This is an optimization exercise on Yosys and OpenROAD, whose aim is a short achievable clock period and few clock cycles, not a production implementation. Where RTL was checked, it was by simulation tests only, not by an equivalence proof against the original. No activity file was given, so power comes from the tool's default toggle rates.

delta:
==> flow/design.v (excerpt) <==
module io_dma #(
   parameter int DI = 4,    
   parameter int DO = 4     
) (
   input  wire         clk,
   input  wire         rst,
   input  wire [15:0]  cpu0_instr,
   input  wire         cpu0_mon,
   input  wire         cpu0_vld,
   input  wire [23:0]  cpu0_aj,
   input  wire [23:0]  cpu0_ak,
   output logic [23:0] cpu0_ai,
   input  wire [15:0]  cpu1_instr,
   input  wire         cpu1_mon,
   input  wire         cpu1_vld,
   input  wire [23:0]  cpu1_aj,
   input  wire [23:0]  cpu1_ak,
   output logic [23:0] cpu1_ai,
   input  wire [15:0]  in0_data,
   input  wire [15:0]  in1_data,
   input  wire [1:0]   in_vld,
   output wire [1:0]   in_rdy,
   output wire [15:0]  out0_data,
   output wire [15:0]  out1_data,
   output wire [1:0]   out_vld,
   input  wire [1:0]   out_rdy,
   output logic        mem_req,
   output logic        mem_wr,
   output logic [21:0] mem_addr,
   output logic [63:0] mem_wdata,
   input  wire         mem_ack,
   input  wire [63:0]  mem_rdata
);
For scale: roughly 2000 flip-flops, about 77000 µm² of cells after synthesis.
==> flow/config.mk <==
export PLATFORM = sky130hd
export DESIGN_NAME = io_dma
export DESIGN_NICKNAME = io_dma
export VERILOG_FILES = /design/flow/design.v
export SDC_FILE = /design/flow/constraint.sdc
export NUM_CORES = 4
export LEC_CHECK = 0
export ABC_CLOCK_PERIOD_IN_PS = 2000
export CAP_MARGIN = 20
export CORE_MARGIN = 2
export CORE_UTILIZATION = 55
export SETUP_SLACK_MARGIN = 4.0
export SLEW_MARGIN = 20
==> flow/constraint.sdc <==
create_clock -name core_clock -period 6.0 [get_ports {clk}]
set_input_delay 1.2000 -clock core_clock [delete_from_list [all_inputs] [get_ports {clk}]]
set_output_delay 1.2000 -clock core_clock [all_outputs]
set_load 0.01 [all_outputs]
run.sh (not shown) runs the stock make flow with config.mk's settings and CLKGATE_MAP_FILE= SYNTH_SCRIPT=/design/flow/synth_recipe.tcl, a recipe that flattens the netlist after the stock synthesis.
Testbench counts of delta, summed over its fixed seeds: cycles 3,210.
The following lists how epsilon was set up differently from delta:
-- flow/design.v --
<<< delta, line 182
`default_nettype none
module io_dma #(
   parameter int DI = 4,    
   parameter int DO = 4     
) (
   input  wire         clk,
>>> epsilon, line 182
`default_nettype none
module io_dma #(
   parameter int DI = 2,    
   parameter int DO = 2     
) (
   input  wire         clk,
<<< delta, line 301
      logic [1:0] idx;
      logic [3:0] em;
      em = ((elig & 4'b1010) != '0) ? (elig & 4'b1010) : elig;
      gsel = '0;
      for (int k = 4; k >= 1; k--)
>>> epsilon, line 301
      logic [1:0] idx;
      logic [3:0] em;
      em = elig;
      gsel = '0;
      for (int k = 4; k >= 1; k--)
Findings:
The chip width reported for epsilon is smaller than that of delta by 13%.
On logic gate share of total power: epsilon sits below delta.
epsilon vs delta — routed metal-1 wirelength dropped 27000 µm.
Via count (epsilon / delta): 0.802
From delta to epsilon the numbers moved as follows: setup slack lost 0.22 ns; worst IR drop on VDD picked up an extra about 9%; die height lost 13%.
On epsilon: portion of total power attributed to the clock network is 1.6 points higher than what delta gave.
Fmax: epsilon lower than delta
The RTL of epsilon was laid out without a check of its function.

---

== AL ==
Another version of the RTL of io_dma (not shown whole).
For scale: ~5,000 cells after synthesis, roughly 1,600 flip-flops.
export LEC_CHECK = 0
export ABC_CLOCK_PERIOD_IN_PS = 2000
export CAP_MARGIN = 20
export CORE_MARGIN = 2
export CORE_UTILIZATION = 55
export CTS_CLUSTER_DIAMETER = 120
export CTS_CLUSTER_SIZE = 22
export SETUP_SLACK_MARGIN = 4.0
export SLEW_MARGIN = 20
create_clock -name core_clock -period 6.0 [get_ports {clk}]
Testbench counts of AL, summed over its fixed seeds: cycles 3,219.
Input changes introduced in TR (baseline for comparison: AL):
--- a/flow/design.v
+++ b/flow/design.v
@@ -186,17 +186,17 @@
          cnt <= cnt + (PW+1)'(i_wr) - (PW+1)'(o_load);
       end
    end
 endmodule
 `default_nettype wire
 `timescale 1ns/1ps
 `default_nettype none
 module io_dma #(
-   parameter int DI = 4,    
+   parameter int DI = 2,    
    parameter int DO = 2     
 ) (
    input  wire         clk,
    input  wire         rst,
    input  wire [15:0]  cpu0_instr,
    input  wire         cpu0_mon,
    input  wire         cpu0_vld,
    input  wire [23:0]  cpu0_aj,
@@ -302,23 +302,21 @@
    logic        g_last;
    assign elig[0] = more[0] && rx_avail[0];
    assign elig[2] = more[2] && rx_avail[1];
    assign elig[1] = more[1] && (res[1] != OW'(DO));
    assign elig[3] = more[3] && (res[3] != OW'(DO));
    always_comb
    begin
       logic [1:0] idx;
-      logic [3:0] em;
-      em = ((elig & 4'b1010) != '0) ? (elig & 4'b1010) : elig;
       gsel = '0;
       for (int k = 4; k >= 1; k--)
       begin
          idx = last_g + 2'(k);
-         if (em[idx])
+         if (elig[idx])
             gsel = 4'b0001 << idx;
       end
    end
    always_comb
    begin
       g_addr = '0;
       g_last = 1'b0;
       for (int k = 0; k < 4; k++)
@@ -328,18 +326,16 @@
       end
       g_idx = {g_q[3] | g_q[2], g_q[3] | g_q[1]};
    end
    assign g_byp     = g_v && !m_busy && !sv[rptr];
    assign push      = g_v && !g_byp;
    assign issue     = g_v;
    assign rx_pop[0] = issue && g_q[0];
    assign rx_pop[1] = issue && g_q[2];
-   logic [21:0] m_addr_s;
-   logic [63:0] m_wdata_s;
    logic [1:0] m_ch;
    logic       m_last;
    logic       load;
    logic       ack;
    assign ack  = m_busy && mem_ack;
    assign load = !m_busy || mem_ack;
    assign tx_wr[0] = ack && !m_isw && !m_ch[1];
    assign tx_wr[1] = ack && !m_isw &&  m_ch[1];
@@ -359,31 +355,17 @@
       end
       else if (load)
       begin
          mem_wr    <= s_wr_q[rptr];
          mem_addr  <= s_addr_q[rptr];
          mem_wdata <= s_data_q[rptr];
       end
       else
-      begin
          mem_wr    <= m_isw;
-         mem_addr  <= m_addr_s;
-         mem_wdata <= m_wdata_s;
-      end
-      if (g_byp)
-      begin
-         m_addr_s  <= g_addr;
-         m_wdata_s <= g_q[2] ? rx_head[1] : rx_head[0];
-      end
-      else if (load)
-      begin
-         m_addr_s  <= s_addr_q[rptr];
-         m_wdata_s <= s_data_q[rptr];
-      end
       if (g_byp)
       begin
          m_isw     <= g_q[0] | g_q[2];
          m_ch      <= g_idx;
          m_last    <= g_last;
       end
       else if (load)
       begin
--- outcome ---
- AL and TR ended up with roughly the same count of buffers not belonging to the clock network in the layout.
- TR has completed all stages; timing, DRC and antenna checks passed.
- On clock-buffer cell count, the higher figure sits with AL, not TR.
- Compared with AL, in TR maximum number of pins on one net before global-route repair down 4.4%; met3 track demand over resource up 0.39 points.
- Sequential share of layout area sits lower in TR than in AL.
- Setup slack after layout: lower on AL
- Of the two values seen for highest-utilization routing layer at the global route stage, met1 was produced by AL and met2 by TR.
Testbench counts of TR, summed over its fixed seeds: cycles 3,221.

---

== old ==
Another version of the RTL of io_dma (not shown whole).
Size in the first run: ~5000 cells after synthesis, about 1600 flip-flops.
export LEC_CHECK = 0
export ABC_CLOCK_PERIOD_IN_PS = 2000
export CAP_MARGIN = 20
export CORE_MARGIN = 2
export CORE_UTILIZATION = 55
export CTS_CLUSTER_DIAMETER = 120
export CTS_CLUSTER_SIZE = 22
export SETUP_SLACK_MARGIN = 4.0
export SLEW_MARGIN = 20
create_clock -name core_clock -period 6.0 [get_ports {clk}]
Testbench counts of old, summed over its fixed seeds: cycles 3,217.
The following lists how new was set up differently from old:
--- a/flow/design.v
+++ b/flow/design.v
@@ -95,17 +95,17 @@
       begin
          if (take)
             hc <= hc + 2'd1;
          if (push)
             wp <= wp + PW'(1);
          if (i_pop)
             rp <= rp + PW'(1);
          cnt   <= cnt_n;
-         o_rdy <= (cnt_n < (PW+1)'(DEPTH));
+         o_rdy <= (cnt_n != (PW+1)'(DEPTH));
          rdy_i <= (cnt_n < (PW+1)'(DEPTH));
       end
    end
 endmodule
 `default_nettype wire
 `timescale 1ns/1ps
 `default_nettype none
 module chan_tx #(
@@ -186,17 +186,17 @@
          cnt <= cnt + (PW+1)'(i_wr) - (PW+1)'(o_load);
       end
    end
 endmodule
 `default_nettype wire
 `timescale 1ns/1ps
 `default_nettype none
 module io_dma #(
-   parameter int DI = 4,    
+   parameter int DI = 2,    
    parameter int DO = 2     
 ) (
    input  wire         clk,
    input  wire         rst,
    input  wire [15:0]  cpu0_instr,
    input  wire         cpu0_mon,
    input  wire         cpu0_vld,
    input  wire [23:0]  cpu0_aj,
@@ -302,40 +302,38 @@
    logic        g_last;
    assign elig[0] = more[0] && rx_avail[0];
    assign elig[2] = more[2] && rx_avail[1];
    assign elig[1] = more[1] && (res[1] != OW'(DO));
    assign elig[3] = more[3] && (res[3] != OW'(DO));
    always_comb
    begin
       logic [1:0] idx;
-      logic [3:0] em;
-      em = ((elig & 4'b1010) != '0) ? (elig & 4'b1010) : elig;
       gsel = '0;
       for (int k = 4; k >= 1; k--)
       begin
          idx = last_g + 2'(k);
-         if (em[idx])
+         if (elig[idx])
             gsel = 4'b0001 << idx;
       end
    end
    always_comb
    begin
       g_addr = '0;
       g_last = 1'b0;
       for (int k = 0; k < 4; k++)
       begin
          g_addr   = g_addr | ({22{g_q[k]}} & ca[k]);
          g_last   = g_last | (g_q[k] & lastf[k]);
       end
       g_idx = {g_q[3] | g_q[2], g_q[3] | g_q[1]};
    end
    assign g_byp     = g_v && !m_busy && !sv[rptr];
-   assign push      = g_v && !g_byp && !sv[wptr];
-   assign issue     = g_byp || push;
+   assign push      = g_v && !g_byp;
+   assign issue     = g_v;
    assign rx_pop[0] = issue && g_q[0];
    assign rx_pop[1] = issue && g_q[2];
    logic [21:0] m_addr_s;
    logic [63:0] m_wdata_s;
    logic [1:0] m_ch;
    logic       m_last;
    logic       load;
    logic       ack;
@@ -434,17 +432,17 @@
             if (sv[rptr])
             begin
                sv[rptr] <= 1'b0;
                rptr     <= !rptr;
             end
          end
          if (!g_v)
          begin
-            g_v <= |elig;
+            g_v <= |elig && (sv != 2'b11);
             g_q <= gsel;
          end
          else if (issue)
             g_v <= 1'b0;
          if (push)
          begin
             sv[wptr] <= 1'b1;
             wptr     <= !wptr;
Results
Clock network area share in new vs old: up 0.19 points
Setup slack in new is 0.12 ns higher than in old
Going from old to new, clock tree buffer count of the final layout dropped 14%, share of final layout cell area taken by non-clock buffers fell 1.5 points, global router's overall resource usage shows a reduction of 0.82 points, count of flip-flops and latches now smaller.
new against old: pre-CTS setup slack shrank by 0.18 ns; total via count in the routed design shrank by 5485.
Comparing new and old, the higher power is on old.
Worst reg-to-reg path cell count delta for new relative to old: 7 lower
Testbench counts of new, summed over its fixed seeds: cycles 3,221.

---

io_dma, a different RTL version from the one above (not shown whole).
Size in the first run: ~1,200 flip-flops, ~410 I/O pins, about 53,000 sq um of cells after synthesis.
Settings: LEC_CHECK=0, ABC_CLOCK_PERIOD_IN_PS=2000, CAP_MARGIN=20, CORE_MARGIN=2, CORE_UTILIZATION=55, CTS_CLUSTER_DIAMETER=120, CTS_CLUSTER_SIZE=22, SETUP_SLACK_MARGIN=4.0, SLEW_MARGIN=20; clock period 6.0 ns.
Testbench counts at the start, summed over its fixed seeds: cycles 3,221.
Rerun with:
--- a/flow/design.v
+++ b/flow/design.v
@@ -95,17 +95,17 @@
       begin
          if (take)
             hc <= hc + 2'd1;
          if (push)
             wp <= wp + PW'(1);
          if (i_pop)
             rp <= rp + PW'(1);
          cnt   <= cnt_n;
-         o_rdy <= (cnt_n != (PW+1)'(DEPTH));
+         o_rdy <= (cnt_n < (PW+1)'(DEPTH));
          rdy_i <= (cnt_n < (PW+1)'(DEPTH));
       end
    end
 endmodule
 `default_nettype wire
 `timescale 1ns/1ps
 `default_nettype none
 module chan_tx #(
@@ -117,35 +117,48 @@
    input  wire [63:0]  i_word,
    output logic        o_load,
    output logic [15:0] o_data,
    output logic        o_vld,
    input  wire         i_rdy
 );
    localparam int PW = $clog2(DEPTH);
    logic [63:0]      sreg;
+   logic [15:0]      top_s;    
    logic [1:0]       hc;
    logic [63:0]      fifo [DEPTH];
    logic [PW-1:0]    wp, rp;
    logic [PW:0]      cnt;
    logic             sent;
    logic             busy;     
    assign o_data = sreg[63:48];    
    assign sent   = busy && i_rdy;
    assign o_load = (!busy || (sent && hc == 2'd3)) && (cnt != '0);
    always_ff @(posedge clk)
    begin
       if (i_wr)
          fifo[wp] <= i_word;
       if (rst)
-         sreg <= '0;    
+         sreg[63:48] <= '0;    
       else if (o_load)
-         sreg <= fifo[rp];
+         sreg[63:48] <= fifo[rp][63:48];
       else if (sent)
-         sreg <= {sreg[47:0], 16'h0};
+         sreg[63:48] <= sreg[47:32];
+      else
+         sreg[63:48] <= top_s;
+      if (o_load)
+      begin
+         sreg[47:0] <= fifo[rp][47:0];
+         top_s      <= fifo[rp][63:48];
+      end
+      else if (sent)
+      begin
+         sreg[47:0] <= {sreg[31:0], 16'h0};
+         top_s      <= sreg[47:32];
+      end
    end
    always_ff @(posedge clk)
    begin
       if (rst)
       begin
          o_vld <= 1'b0;
          busy  <= 1'b0;
          hc    <= '0;
@@ -173,17 +186,17 @@
          cnt <= cnt + (PW+1)'(i_wr) - (PW+1)'(o_load);
       end
    end
 endmodule
 `default_nettype wire
 `timescale 1ns/1ps
 `default_nettype none
 module io_dma #(
-   parameter int DI = 2,    
+   parameter int DI = 4,    
    parameter int DO = 2     
 ) (
    input  wire         clk,
    input  wire         rst,
    input  wire [15:0]  cpu0_instr,
    input  wire         cpu0_mon,
    input  wire         cpu0_vld,
    input  wire [23:0]  cpu0_aj,
@@ -289,21 +302,23 @@
    logic        g_last;
    assign elig[0] = more[0] && rx_avail[0];
    assign elig[2] = more[2] && rx_avail[1];
    assign elig[1] = more[1] && (res[1] != OW'(DO));
    assign elig[3] = more[3] && (res[3] != OW'(DO));
    always_comb
    begin
       logic [1:0] idx;
+      logic [3:0] em;
+      em = ((elig & 4'b1010) != '0) ? (elig & 4'b1010) : elig;
       gsel = '0;
       for (int k = 4; k >= 1; k--)
       begin
          idx = last_g + 2'(k);
-         if (elig[idx])
+         if (em[idx])
             gsel = 4'b0001 << idx;
       end
    end
    always_comb
    begin
       g_addr = '0;
       g_last = 1'b0;
       for (int k = 0; k < 4; k++)
@@ -313,16 +328,18 @@
       end
       g_idx = {g_q[3] | g_q[2], g_q[3] | g_q[1]};
    end
    assign g_byp     = g_v && !m_busy && !sv[rptr];
    assign push      = g_v && !g_byp;
    assign issue     = g_v;
    assign rx_pop[0] = issue && g_q[0];
    assign rx_pop[1] = issue && g_q[2];
+   logic [21:0] m_addr_s;
+   logic [63:0] m_wdata_s;
    logic [1:0] m_ch;
    logic       m_last;
    logic       load;
    logic       ack;
    assign ack  = m_busy && mem_ack;
    assign load = !m_busy || mem_ack;
    assign tx_wr[0] = ack && !m_isw && !m_ch[1];
    assign tx_wr[1] = ack && !m_isw &&  m_ch[1];
@@ -342,17 +359,31 @@
       end
       else if (load)
       begin
          mem_wr    <= s_wr_q[rptr];
          mem_addr  <= s_addr_q[rptr];
          mem_wdata <= s_data_q[rptr];
       end
       else
+      begin
          mem_wr    <= m_isw;
+         mem_addr  <= m_addr_s;
+         mem_wdata <= m_wdata_s;
+      end
+      if (g_byp)
+      begin
+         m_addr_s  <= g_addr;
+         m_wdata_s <= g_q[2] ? rx_head[1] : rx_head[0];
+      end
+      else if (load)
+      begin
+         m_addr_s  <= s_addr_q[rptr];
+         m_wdata_s <= s_data_q[rptr];
+      end
       if (g_byp)
       begin
          m_isw     <= g_q[0] | g_q[2];
          m_ch      <= g_idx;
          m_last    <= g_last;
       end
       else if (load)
       begin
=> Via count increases by 2.9%; area after synthesis increases by 23%; global-route usage decreases by 4.2 points; routed wire length increases by 5.6%; worst setup slack gets better by 0.011 ns; power increases by 25%; non-clock buffer count decreases by 19; worst hold slack gets better by 0.040 ns; final cell count increases by 7.9%; final area increases by 21%.
Testbench counts after the change, summed over its fixed seeds: cycles 3,219.

[separate check: timing with driven ports]
How much do the figures lean on ideal ports? The routed layouts below were timed once more, with nothing changed but the port constraints.
Step 1 assumes that a clkbuf_16 drives the clock port and a buf_2 every other input.
Step 2 adds t to the input delays and takes it off the output delays; t is the mean of the earliest and latest rising clock arrival at the registers after step 1. Input paths then give back, and output paths get back, about the clock's delay inside the block.
Three values: ideal, step 1, step 2; two values: the first two.
run | shift t [ns] | setup WS [ns] | worst setup path at the end | worst data-port slew with drivers (ns) | pins driven straight from the clock port
delta | 0.891 | 3.071 / 3.112 / 2.222 | input to register | 0.15 | 1
epsilon | 0.816 | 2.853 / 2.885 / 2.069 | input to register | 0.18 | 1
AL | 0.775 | 3.573 / 3.494 / 3.108 | input to register | 0.14 | 1
TR | 0.730 | 3.622 / 3.554 / 3.066 | input to register | 0.14 | 1
old | 0.776 | 3.502 / 3.471 / 3.091 | input to register | 0.16 | 1
new | 0.732 | 3.624 / 3.550 / 3.116 | input to register | 0.17 | 1
the first run of note 4 | 0.785 | 3.557 / 3.486 / 3.104 | input to register | 0.14 | 1
the second run of note 4 | 0.766 | 3.568 / 3.493 / 3.107 | input to register | 0.17 | 1
After both steps every run listed still meets setup and hold. For delta, which loses most, drivers alone change the setup slack by +0.041 ns; drivers and shift together by -0.849 ns.
